This design comes from an exercise in tuning for small area, a short achievable clock period and few clock cycles per item on the open sky130 flow, not from production work. Where RTL was checked, it was by simulation tests only, not by an equivalence proof against the original. Power and IR drop assume default switching activity.

Design compute_core, start of the top module:
module compute_core (
    input  logic         clk,
    input  logic         reset,
    input  logic         start,
    input  logic [15:0]  block_id,
    input  logic [7:0]   base_address,
    input  logic [2:0]   num_warps,
    input  logic [3:0]   imem_ready,
    input  logic [127:0] imem_data,
    output logic [3:0]   imem_req_valid,
    output logic [31:0]  imem_req_addr,
    input  logic         dmem_ready,
    output logic         dmem_store_valid,
    output logic [1:0]   dmem_store_warp,
    output logic [31:0]  dmem_store_addr,
    output logic [63:0]  dmem_store_data,
    output logic         done
);
For scale: ~6500 cells after synthesis, ~78000 um^2 of cells after synthesis.
export LEC_CHECK = 0
export CAP_MARGIN = 20
export CELL_PAD_IN_SITES_DETAIL_PLACEMENT = 1
export CELL_PAD_IN_SITES_GLOBAL_PLACEMENT = 2
export CORE_MARGIN = 2
export CORE_UTILIZATION = 50
export PLACE_DENSITY = 0.65
export SLEW_MARGIN = 20
create_clock -name core_clock -period 13.0 [get_ports {clk}]
standard.sh (not shown) runs the stock make flow with config.mk's settings and CLKGATE_MAP_FILE= SYNTH_SCRIPT=/design/flow/synth_recipe.tcl, a recipe that flattens the netlist after the stock synthesis.
==> flow/flow/run.sh <==
#!/bin/bash
# The standard layout (the standard.sh, unchanged synthesis), with the
# setup repair aimed at a shorter period than the SDC's: each repair_timing
# call works until every path has this much slack left at the SDC's period.
export SETUP_SLACK_MARGIN=8.7
cp standard.sh standard_sh.log
bash standard.sh > standard.log 2>&1
Testbench counts at the start, summed over its fixed seeds: cycles 19,173, kernels 192.
==> next run, changes <==
- CORE_UTILIZATION: 50 -> 25
- PLACE_DENSITY: 0.65 -> 0.5
After rerunning: The changed run completed without violations. Design area went up by 4.2%. Register-to-register slack gets better by 90 ps. Synthesized cell count does not change. Sequential cell count is unchanged. Clock skew is about the same. Routed wire length rises by 15%. Combinational power rose by 4.8%. Power grows by 4.4%.

========
compute_core, a different RTL version from the one above (not shown whole).
Size in the first run: ~1300 flip-flops, ~300 I/O pins, roughly 75000 µm² of cells after synthesis.
Settings: LEC_CHECK=0, ABC_AREA=1, CAP_MARGIN=20, CELL_PAD_IN_SITES_DETAIL_PLACEMENT=1, CELL_PAD_IN_SITES_GLOBAL_PLACEMENT=2, CORE_MARGIN=2, CORE_UTILIZATION=40, CTS_CLUSTER_DIAMETER=90, CTS_CLUSTER_SIZE=28, PLACE_DENSITY=0.6, SLEW_MARGIN=20; clock period 13.0 ns.
==> flow/flow/run.sh <==
#!/bin/bash
# The standard layout (the standard.sh, unchanged synthesis), with two
# changes to how it is made:
# - the setup repair aims at a shorter period than the SDC's: each
#   repair_timing call works until every path has this much slack left at
#   the SDC's period;
# - the port buffers are buf_2 cells rather than the delay cells buffer_ports
#   picks by default (every port still gets its buffer).
export SETUP_SLACK_MARGIN=8.7
export BUFFER_PORTS_ARGS="-buffer_cell sky130_fd_sc_hd__buf_2"
cp standard.sh standard_sh.log
bash standard.sh > standard.log 2>&1
The starting point completed with no timing, DRC or antenna violations.
Testbench counts at the start, summed over its fixed seeds: cycles 18,350, kernels 192.
Next try:
--- a/flow/config.mk
+++ b/flow/config.mk
@@ -12,6 +12,6 @@
 export CORE_MARGIN = 2
-export CORE_UTILIZATION = 40
+export CORE_UTILIZATION = 35
 export CTS_CLUSTER_DIAMETER = 90
 export CTS_CLUSTER_SIZE = 28
-export PLACE_DENSITY = 0.6
+export PLACE_DENSITY = 0.55
 export SLEW_MARGIN = 20
Result: Setup slack is worse by 0.084 ns. Design area goes up by 1.3%. Maximum frequency goes down by 1.9%. Combinational power is about the same. Register-to-register slack is worse by 0.09 ns. Hold slack is about the same.

========
## fjord
Another version of the RTL of compute_core (not shown whole).
Design compute_core, start of the top module:
module compute_core (
    input  logic         clk,
    input  logic         reset,
    input  logic         start,
    input  logic [15:0]  block_id,
    input  logic [7:0]   base_address,
    input  logic [2:0]   num_warps,
    input  logic [3:0]   imem_ready,
    input  logic [127:0] imem_data,
    output logic [3:0]   imem_req_valid,
    output logic [31:0]  imem_req_addr,
    input  logic         dmem_ready,
    output logic         dmem_store_valid,
    output logic [1:0]   dmem_store_warp,
    output logic [31:0]  dmem_store_addr,
    output logic [63:0]  dmem_store_data,
    output logic         done
);
clock: 13.0 ns
lec_check: 0
abc_area: 1
cap_margin: 20
cell_pad_in_sites_detail_placement: 1
cell_pad_in_sites_global_placement: 2
core_margin: 2
core_utilization: 25
place_density: 0.5
slew_margin: 20
==> flow/flow/run.sh <==
#!/bin/bash
# The standard layout (the standard.sh, unchanged synthesis), with the
# setup repair aimed at a shorter period than the SDC's: each repair_timing
# call works until every path has this much slack left at the SDC's period.
export SETUP_SLACK_MARGIN=8.7
cp standard.sh standard_sh.log
bash standard.sh > standard.log 2>&1
Setup changes, fjord to raven
Settings: clearing ABC_AREA, which used to be 1.
Results
- The run showing the smaller synthesis-to-layout area growth is fjord.
- fjord → raven: wire length moved down, via count of the first global-routing pass fell 8963.
- The timing startpoint of the critical path comes out ex1_b[17]$_DFFE_PN_ in one run and ex1_sa[14]$_DFFE_PN_ in the other, namely in raven and fjord respectively.
- Sort fjord and raven by synthesized cell area asc -> top: fjord
- Going from fjord to raven, count of multi-input gates shrinks by 1081.
No functional check of the RTL was part of any run of this note.

what the ideal ports hide:
The flow's constraints put no driver on any port. The routed layouts listed below were extracted and timed again, unchanged, in two steps.
Step 1 sets driving cells, clkbuf_16 on the clock port and buf_2 on the other inputs (assumed; they add their load-dependent delay and slew).
Step 2 adds t to the input delays and takes it off the output delays; t is the mean of the earliest and latest rising clock arrival at the registers after step 1. Input paths then give back, and output paths get back, about the clock's delay inside the block.
Three values: ideal, step 1, step 2; two values: the first two.
run	shift t [ns]	setup slack, ns	hold slack, ns
the first run of note 1	0.877	8.643 / 8.596 / 7.860	0.348 / 0.348 / 0.348
the second run of note 1	0.956	8.718 / 8.606 / 7.876	0.345 / 0.345 / 0.345
the first run of note 2	0.870	8.640 / 8.542 / 8.072	0.346 / 0.346 / 0.346
the second run of note 2	0.866	8.556 / 8.556 / 8.130	0.346 / 0.346 / 0.346
fjord	0.975	8.575 / 8.462 / 7.878	0.339 / 0.339 / 0.339
raven	0.928	8.624 / 8.534 / 7.875	0.327 / 0.327 / 0.327
After both steps every run listed still meets setup and hold. The setup slack of the second run of note 1, which loses most, moves by -0.112 ns with the drivers and by -0.842 ns with both steps.
